Source: an optimization exercise on an open RTL-to-GDS flow (aim: small area, a short achievable clock period and few clock cycles per item). Production flows keep margins and buffers that such runs may drop.
Where RTL was checked, it was by simulation tests only, not by an equivalence proof against the original.
Power is estimated from default activity; no workload was simulated.

## the baseline
## incubator_setpoint_and_alarm_supervisor
module incubator_setpoint_and_alarm_supervisor #(
  parameter int MAX_DIGITS = 4
) (
  input  logic              clk,
  input  logic              rst_n,
  input  logic              in_valid,
  output logic              in_ready,
  input  logic [1:0]        in_opcode,
  input  logic [isas_pkg::TEMP_W-1:0] in_measured_temp,
  input  logic [3:0]        in_key_code,
  input  logic [isas_pkg::HOST_W-1:0] in_host_target,
  output logic              out_valid,
  input  logic              out_ready,
  output logic [1:0]        out_mode,
  output logic              out_buzzer_on,
  output logic [isas_pkg::TEMP_W-1:0] out_target_temp,
  output logic [isas_pkg::SECS_W-1:0] out_run_seconds,
  output logic              out_control_active,
  output logic              out_controller_reset,
  output logic              out_drive_stop,
  output logic [1:0]        out_host_reply,
  input  logic              cfg_psel,
  input  logic              cfg_penable,
  input  logic              cfg_pwrite,
  input  logic [isas_pkg::APB_AW-1:0] cfg_paddr,
  input  logic [isas_pkg::APB_DW-1:0] cfg_pwdata,
  output logic [isas_pkg::APB_DW-1:0] cfg_prdata,
  output logic              cfg_pready
);
  localparam int BST_W = 12;    
  isas_pkg::cfg_regs_t cfg;
  logic              s1_v;
  logic [1:0]        s1_op;
  logic [TEMP_W-1:0] s1_data;
  logic              s1_ok;
  logic              h_ok;
  logic [TEMP_W-1:0] t_eff;
  logic [TEMP_W:0]   i_mt, i_tm;
  logic [TEMP_W-1:0] i_err;
  logic              s1_prep;
  logic              s1_kh, s1_ks, s1_kd;   
  logic              need_prep;
  logic [HOST_W-1:0] rng_val;
  logic              in_fire;
  logic              adv;
  logic              s1_free;
  logic              s1_load;
  logic              sk_v;
  logic [1:0]        sk_op;
  logic [HOST_W-1:0] sk_data;
  logic              sk_kh, sk_ks, sk_kd;
  logic [1:0]        w_op;
  logic [HOST_W-1:0] w_data;
  logic [TEMP_W-1:0] w_temp;
  logic [HOST_W-1:0] w_host, in_data;
  logic              w_kh, w_ks, w_kd;
  ...
For scale: ~280 flip-flops.
==> flow/config.mk <==
export PLATFORM = sky130hd
export DESIGN_NAME = incubator_setpoint_and_alarm_supervisor
export DESIGN_NICKNAME = incubator_setpoint_and_alarm_supervisor
export VERILOG_FILES = /design/flow/design.v
export SDC_FILE = /design/flow/constraint.sdc
export NUM_CORES = 4
export LEC_CHECK = 0
export CAP_MARGIN = 20
export CORE_MARGIN = 2
export CORE_UTILIZATION = 60
export SETUP_SLACK_MARGIN = 4.6
export SLEW_MARGIN = 20
==> flow/constraint.sdc <==
create_clock -name core_clock -period 8.0 [get_ports {clk}]
set_input_delay 1.6000 -clock core_clock [delete_from_list [all_inputs] [get_ports {clk}]]
set_output_delay 1.6000 -clock core_clock [all_outputs]
set_load 0.01 [all_outputs]
standard.sh (not shown) runs the stock make flow with config.mk's settings and CLKGATE_MAP_FILE= SYNTH_SCRIPT=/design/flow/synth_recipe.tcl, a recipe that flattens the netlist after the stock synthesis.
==> flow/flow/run.sh <==
#!/bin/bash
# Own layout flow: the standard flow (standard.sh: the standard synthesis
# and ORFS steps, unchanged) with one ORFS setting passed through the
# environment: BUFFER_PORTS_ARGS makes every port buffer a
# sky130_fd_sc_hd__buf_1 cell instead of the default delay buffer
# (clkdlybuf4s50_1), which is larger and slower. Every input and output port
# is still buffered; the clock period and constraints are the standard flow's.
# The make/ORFS output goes to standard_flow.log; each ORFS step keeps its own
# log under orfs/logs/.
set -euo pipefail
export BUFFER_PORTS_ARGS="-buffer_cell sky130_fd_sc_hd__buf_1"
bash standard.sh > standard_flow.log 2>&1
Input-level comparison between the candidate and the baseline:
-- flow/design.v --
<<< the baseline, line 174
  isas_pkg::cfg_regs_t cfg;
  logic              s1_v;
  logic [1:0]        s1_op;
  logic [TEMP_W-1:0] s1_data;
  logic              s1_ok;
  logic              h_ok;
  logic [TEMP_W-1:0] t_eff;
  logic [TEMP_W:0]   i_mt, i_tm;
  logic [TEMP_W-1:0] i_err;
  logic              s1_prep;
  logic              s1_kh, s1_ks, s1_kd;   
>>> the candidate, line 174
  isas_pkg::cfg_regs_t cfg;
  logic              s1_v;
  logic              s1_tk, s1_ky, s1_hs;   
  logic [TEMP_W-1:0] s1_data;
  logic              s1_ok;
  logic              h_ok;
  logic [TEMP_W-1:0] t_eff;
  logic [TEMP_W:0]   i_d;        
  logic              s1_dsign;   
  logic              s1_prep;
  logic              s1_kh, s1_ks, s1_kd;   
<<< the baseline, line 249
                ($signed(rng_val) <= $signed(cfg.max_target));
  assign t_eff = (s1_v && s1_ok) ? s1_data : target_r;
  assign i_mt  = {w_temp[TEMP_W-1], w_temp} - {t_eff[TEMP_W-1], t_eff};
  assign i_tm  = {t_eff[TEMP_W-1], t_eff} - {w_temp[TEMP_W-1], w_temp};
  assign i_err = i_mt[TEMP_W] ? i_tm[TEMP_W-1:0] : i_mt[TEMP_W-1:0];
  always_ff @(posedge clk) begin
    if (!rst_n) begin
>>> the candidate, line 249
                ($signed(rng_val) <= $signed(cfg.max_target));
  assign t_eff = (s1_v && s1_ok) ? s1_data : target_r;
  assign i_d = {w_temp[TEMP_W-1], w_temp} - {t_eff[TEMP_W-1], t_eff};
  always_ff @(posedge clk) begin
    if (!rst_n) begin
<<< the baseline, line 286
      s1_data <= kval[TEMP_W-1:0];
    end else if (s1_load) begin
      s1_op   <= w_op;
      s1_ok   <= h_ok && (w_op == OP_HOST_SET);
      s1_prep <= 1'b0;
>>> the candidate, line 284
      s1_data <= kval[TEMP_W-1:0];
    end else if (s1_load) begin
      s1_tk   <= (w_op == OP_TICK);
      s1_ky   <= (w_op == OP_KEY);
      s1_hs   <= (w_op == OP_HOST_SET);
      s1_ok   <= h_ok && (w_op == OP_HOST_SET);
      s1_prep <= 1'b0;
<<< the baseline, line 292
      s1_ks   <= w_ks;
      s1_kd   <= w_kd;
      if (w_op == OP_TICK) begin
        s1_data <= i_err;
      end else begin
        s1_data <= w_data[TEMP_W-1:0];
>>> the candidate, line 292
      s1_ks   <= w_ks;
      s1_kd   <= w_kd;
      s1_dsign <= i_d[TEMP_W];
      if (w_op == OP_TICK) begin
        s1_data <= i_d[TEMP_W-1:0];
      end else begin
        s1_data <= w_data[TEMP_W-1:0];
<<< the baseline, line 318
  logic [9:0]        kv10;      
  assign run_like = (mode_r == MODE_RUN) || (mode_r == MODE_ALARM);
  assign err = s1_data;
  assign blanking  = blank_r < cfg.startup_ticks;
  assign in_band   = err <= BST_W'(cfg.alarm_band);
>>> the candidate, line 319
  logic [9:0]        kv10;      
  assign run_like = (mode_r == MODE_RUN) || (mode_r == MODE_ALARM);
  assign err = s1_dsign ? TEMP_W'(-$signed({s1_dsign, s1_data})) : s1_data;
  assign blanking  = blank_r < cfg.startup_ticks;
  assign in_band   = err <= BST_W'(cfg.alarm_band);
<<< the baseline, line 353
    stop_nxt   = 1'b0;
    reply_nxt  = REPLY_NONE;
    unique case (s1_op)
      OP_TICK: begin
        if (!run_like) begin
          buzzer_nxt = 1'b0;
>>> the candidate, line 354
    stop_nxt   = 1'b0;
    reply_nxt  = REPLY_NONE;
    if (s1_tk) begin
        if (!run_like) begin
          buzzer_nxt = 1'b0;
<<< the baseline, line 386
          secs_nxt   = secs_tick;
        end
      end
      OP_KEY: begin
        if (s1_ks) begin
          if (mode_r == MODE_SET) begin
>>> the candidate, line 386
          secs_nxt   = secs_tick;
        end
    end else if (s1_ky) begin
        if (s1_ks) begin
          if (mode_r == MODE_SET) begin
<<< the baseline, line 424
          count_nxt = count_r + 3'd1;
        end
      end
      OP_HOST_SET: begin
        if (s1_ok) begin
          target_nxt = s1_data;
>>> the candidate, line 423
          count_nxt = count_r + 3'd1;
        end
    end else if (s1_hs) begin
        if (s1_ok) begin
          target_nxt = s1_data;
<<< the baseline, line 437
          reply_nxt = REPLY_RANGE;
        end
      end
      default: begin
        mode_nxt   = MODE_IDLE;
        stop_nxt   = 1'b1;
>>> the candidate, line 435
          reply_nxt = REPLY_RANGE;
        end
    end else begin
        mode_nxt   = MODE_IDLE;
        stop_nxt   = 1'b1;
<<< the baseline, line 444
        millis_nxt = '0;
        reply_nxt  = REPLY_ACCEPT;
      end
    endcase
  end
  always_ff @(posedge clk) begin
>>> the candidate, line 441
        millis_nxt = '0;
        reply_nxt  = REPLY_ACCEPT;
    end
  end
  always_ff @(posedge clk) begin
### Flow results
- [the candidate] total buffers and inverters traversed by the critical path fell 2 relative to the baseline
- On placed wire-length estimate after detailed placement, the baseline and the candidate are neck and neck.
- Per the comparison of the candidate with the baseline, signed area change from the synthesized netlist to the final layout decreased by 4.4 points relative to the old numbers; area after synthesis now larger; number of sequential cells rose about 0.7%; internal power consumption saw an increase.
- The candidate against the baseline: final critical-path setup slack has increased; synthesized-area fraction occupied by adder cells went down by 1.3 points; area of the multi-input gates fell by about 0.4%; multi-input gate share of the layout cell area went up.
- On final design area excluding fillers: between the baseline and the candidate, it ends up lower for the candidate.
- Compared the candidate vs the baseline, and global routing met3 resource utilization is down in the candidate.
- The non-clock buffer instance count of the final layout reported for the candidate is smaller than that of the baseline by 26.
No functional check of the RTL was part of any run of this note.


Another version of the RTL of incubator_setpoint_and_alarm_supervisor (not shown whole).
Size in the first run: ~1,800 cells after synthesis, ~260 flip-flops, roughly 160 I/O pins, roughly 17,000 um^2 of cells after synthesis.
Design incubator_setpoint_and_alarm_supervisor, start of the top module:
module incubator_setpoint_and_alarm_supervisor #(
  parameter int MAX_DIGITS = 4
) (
  input  logic              clk,
  input  logic              rst_n,
  input  logic              in_valid,
  output logic              in_ready,
  input  logic [1:0]        in_opcode,
  input  logic [isas_pkg::TEMP_W-1:0] in_measured_temp,
  input  logic [3:0]        in_key_code,
  input  logic [isas_pkg::HOST_W-1:0] in_host_target,
  output logic              out_valid,
  input  logic              out_ready,
  output logic [1:0]        out_mode,
  output logic              out_buzzer_on,
  output logic [isas_pkg::TEMP_W-1:0] out_target_temp,
  output logic [isas_pkg::SECS_W-1:0] out_run_seconds,
  output logic              out_control_active,
  output logic              out_controller_reset,
  output logic              out_drive_stop,
  output logic [1:0]        out_host_reply,
  input  logic              cfg_psel,
  input  logic              cfg_penable,
  input  logic              cfg_pwrite,
  input  logic [isas_pkg::APB_AW-1:0] cfg_paddr,
  input  logic [isas_pkg::APB_DW-1:0] cfg_pwdata,
  output logic [isas_pkg::APB_DW-1:0] cfg_prdata,
  output logic              cfg_pready
);
  localparam int BST_W = 12;    
  isas_pkg::cfg_regs_t cfg;
  logic              s1_v;
  logic [1:0]        s1_op;
  logic [TEMP_W-1:0] s1_data;
  logic              s1_ok;
  logic              h_ok;
  logic [TEMP_W-1:0] t_eff;
  logic [TEMP_W:0]   i_mt, i_tm;
  logic [TEMP_W-1:0] i_err;
  logic              s1_prep;    
  logic              s1_pre1;    
  logic              prep_now;   
  logic              prep_x10;   
  logic              s1_kh, s1_ks, s1_kd;   
  logic              need_prep;
  logic [HOST_W-1:0] rng_val;
  logic              in_fire;
  logic              rdy_x_r, rdy_y_r;
  logic              adv;
  logic [1:0]          mode_r,   mode_nxt;
  logic [TEMP_W-1:0]   target_r, target_nxt;
  ...
==> flow/config.mk <==
export PLATFORM = sky130hd
export DESIGN_NAME = incubator_setpoint_and_alarm_supervisor
export DESIGN_NICKNAME = incubator_setpoint_and_alarm_supervisor
export VERILOG_FILES = /design/flow/design.v
export SDC_FILE = /design/flow/constraint.sdc
export NUM_CORES = 4
export LEC_CHECK = 0
export CAP_MARGIN = 20
export CORE_MARGIN = 2
export CORE_UTILIZATION = 60
export SETUP_SLACK_MARGIN = 4.2
export SLEW_MARGIN = 20
==> flow/constraint.sdc <==
create_clock -name core_clock -period 8.0 [get_ports {clk}]
set_input_delay 1.6000 -clock core_clock [delete_from_list [all_inputs] [get_ports {clk}]]
set_output_delay 1.6000 -clock core_clock [all_outputs]
set_load 0.01 [all_outputs]
Scripts as last shown in full above: flow/flow/run.sh
The first run ran to the end with no violations.
Testbench counts at the start, summed over its fixed seeds: cycles 20,685, items 20,000.
Rerun with:
--- a/flow/design.v
+++ b/flow/design.v
@@ -176,20 +176,17 @@
   logic              s1_v;
   logic [1:0]        s1_op;
   logic [TEMP_W-1:0] s1_data;
   logic              s1_ok;
   logic              h_ok;
   logic [TEMP_W-1:0] t_eff;
   logic [TEMP_W:0]   i_mt, i_tm;
   logic [TEMP_W-1:0] i_err;
-  logic              s1_prep;    
-  logic              s1_pre1;    
-  logic              prep_now;   
-  logic              prep_x10;   
+  logic              s1_prep;
   logic              s1_kh, s1_ks, s1_kd;   
   logic              need_prep;
   logic [HOST_W-1:0] rng_val;
   logic              in_fire;
   logic              rdy_x_r, rdy_y_r;
   logic              adv;
   logic [1:0]          mode_r,   mode_nxt;
   logic [TEMP_W-1:0]   target_r, target_nxt;
@@ -227,59 +224,50 @@
   assign adv       = s1_v && !busy && !need_prep && (!out_valid_r || out_ready);
   assign in_ready  = rdy_x_r || (rdy_y_r && out_ready);
   assign in_fire   = in_valid && in_ready;
   logic       s1_v_d, out_valid_d, s1_kh_d, s1_prep_d, busy_d, need_prep_d, rdy_b_d;
   logic [1:0] mode_d;
   assign s1_v_d      = rst_n && (in_fire || (s1_v && !adv));
   assign out_valid_d = rst_n && (adv || (out_valid_r && !out_ready));
   assign s1_kh_d     = in_fire ? ((in_opcode == OP_KEY) && (in_key_code == KEY_HASH)) : s1_kh;
-  assign s1_prep_d   = prep_now || (s1_prep && !in_fire);
+  assign s1_prep_d   = (need_prep && !busy) || (s1_prep && !in_fire);
   assign busy_d      = rst_n && ((adv && div_start) || (div_step_r > 4'd1));
   assign mode_d      = !rst_n ? MODE_IDLE : adv ? mode_nxt : mode_r;
   assign need_prep_d = s1_v_d && s1_kh_d && !s1_prep_d && (mode_d == MODE_SET);
   assign rdy_b_d     = !busy_d && !need_prep_d;
   always_ff @(posedge clk) begin
     rdy_x_r <= !s1_v_d || (rdy_b_d && !out_valid_d);
     rdy_y_r <= rdy_b_d;
   end
-  assign prep_x10 = need_prep && !busy && !s1_pre1 && (count_r == 3'd1 || count_r == 3'd2);
-  assign prep_now = need_prep && !busy && !prep_x10;
-  assign rng_val  = !need_prep ? in_host_target :
-                    s1_pre1    ? HOST_W'(s1_data) : HOST_W'(kv_r);
+  assign rng_val = need_prep ? HOST_W'(kval) : in_host_target;
   assign h_ok = ($signed(rng_val) >= $signed(cfg.min_target)) &&
                 ($signed(rng_val) <= $signed(cfg.max_target));
   assign t_eff = (s1_v && s1_ok) ? s1_data : target_r;
   assign i_mt  = {in_measured_temp[TEMP_W-1], in_measured_temp} - {t_eff[TEMP_W-1], t_eff};
   assign i_tm  = {t_eff[TEMP_W-1], t_eff} - {in_measured_temp[TEMP_W-1], in_measured_temp};
   assign i_err = i_mt[TEMP_W] ? i_tm[TEMP_W-1:0] : i_mt[TEMP_W-1:0];
   always_ff @(posedge clk) begin
     if (!rst_n) begin
       s1_v <= 1'b0;
     end else if (in_fire) begin
       s1_v <= 1'b1;
     end else if (adv) begin
       s1_v <= 1'b0;
     end
   end
   always_ff @(posedge clk) begin
-    if (prep_x10) begin
-      s1_pre1 <= 1'b1;
-      s1_data <= TEMP_W'(kv10);
-    end else if (prep_now) begin
+    if (need_prep && !busy) begin
       s1_prep <= 1'b1;
       s1_ok   <= h_ok && (count_r != 3'd0);
-      if (!s1_pre1) begin
-        s1_data <= kv_r[TEMP_W-1:0];
-      end
+      s1_data <= kval[TEMP_W-1:0];
     end else if (in_fire) begin
       s1_op   <= in_opcode;
       s1_ok   <= h_ok && (in_opcode == OP_HOST_SET);
       s1_prep <= 1'b0;
-      s1_pre1 <= 1'b0;
       s1_kh   <= (in_opcode == OP_KEY) && (in_key_code == KEY_HASH);
       s1_ks   <= (in_opcode == OP_KEY) && (in_key_code == KEY_STAR);
       s1_kd   <= (in_opcode == OP_KEY) && (in_key_code <= KEY_DIGIT_MAX);
       if (in_opcode == OP_TICK) begin
         s1_data <= i_err;
       end else if (in_opcode[1]) begin
         s1_data <= in_host_target[TEMP_W-1:0];
       end else begin
@@ -297,16 +285,17 @@
   logic [10:0]       ms_sum;
   logic              ms_c1, ms_c2;
   logic [10:0]       ms_new;
   logic [11:0]       ms_s1, ms_s2;
   logic [SECS_W-1:1] secs_hi_p1;
   logic              secs_cy;
   logic [SECS_W-1:0] secs_tick;
   logic [3:0]        key;
+  logic [13:0]       kval;
   logic [13:0]       kv_x10;
   logic [9:0]        kv10;      
   assign run_like = (mode_r == MODE_RUN) || (mode_r == MODE_ALARM);
   assign err = s1_data;
   assign blanking  = blank_r < cfg.startup_ticks;
   assign in_band   = err <= BST_W'(cfg.alarm_band);
   assign better    = (best_r == '0) || (err < best_r);
   assign nogain_p1 = {1'b0, nogain_r} + 17'd1;
@@ -318,16 +307,17 @@
   assign ms_c2  = !ms_s2[11];
   assign ms_new = ms_c2 ? ms_s2[10:0] : ms_c1 ? ms_s1[10:0] : ms_sum;
   assign secs_hi_p1 = secs_r[SECS_W-1:1] + 31'd1;
   assign secs_cy    = ms_c2 || (ms_c1 && secs_r[0]);
   assign secs_tick  = {secs_cy ? secs_hi_p1 : secs_r[SECS_W-1:1], secs_r[0] ^ (ms_c1 && !ms_c2)};
   assign key = s1_data[3:0];
   assign kv_x10 = (14'(kv_r[9:0]) << 3) + (14'(kv_r[9:0]) << 1) + 14'(key);
   assign kv10   = (10'(kv_r[6:0]) << 3) + (10'(kv_r[6:0]) << 1);
+  assign kval   = (count_r < 3'd3) ? 14'(kv10) : kv_r;
   always_comb begin
     mode_nxt   = mode_r;
     target_nxt = target_r;
     count_nxt  = count_r;
     kv_nxt     = kv_r;
     div_start  = 1'b0;
     blank_nxt  = blank_r;
     best_nxt   = best_r;
Result: Power shrinks slightly; setup slack degrades by 0.14 ns; wire length grows by a few percent; clock-buffer cell count grows by 6; global-route usage grows by 0.38 points; die area grows slightly.
Testbench counts after the change, summed over its fixed seeds: cycles 20,550, items 20,000.

[port drivers added, routing unchanged]
How much do the figures lean on ideal ports? The routed layouts below were timed once more, with nothing changed but the port constraints. Step 1 (the two cells are an assumption about what drives the block):
set clk [get_ports {clk}]
set_driving_cell -lib_cell sky130_fd_sc_hd__clkbuf_16 $clk
set_driving_cell -lib_cell sky130_fd_sc_hd__buf_2 [delete_from_list [all_inputs] $clk]
Step 2 moves the port delays by t, midway between the first and last clock arrival at a register: inputs arrive t later, outputs are due t later. That takes back most of the time a late clock gives input paths. a / b / c = ideal / step 1 / step 2; a / b = the first two.
run | shift t [ns] | setup WS [ns] | worst setup path after step 2
the baseline | 0.619 | 3.966 / 3.984 / 3.365 | input to register
the candidate | 0.619 | 4.472 / 4.472 / 3.921 | input to register
the first run of note 2 | 0.593 | 4.249 / 4.263 / 3.670 | input to register
the second run of note 2 | 0.591 | 4.113 / 4.113 / 3.733 | input to register
After both steps every run listed still meets setup and hold. For the baseline, which loses most, drivers alone change the setup slack by +0.018 ns; drivers and shift together by -0.601 ns.
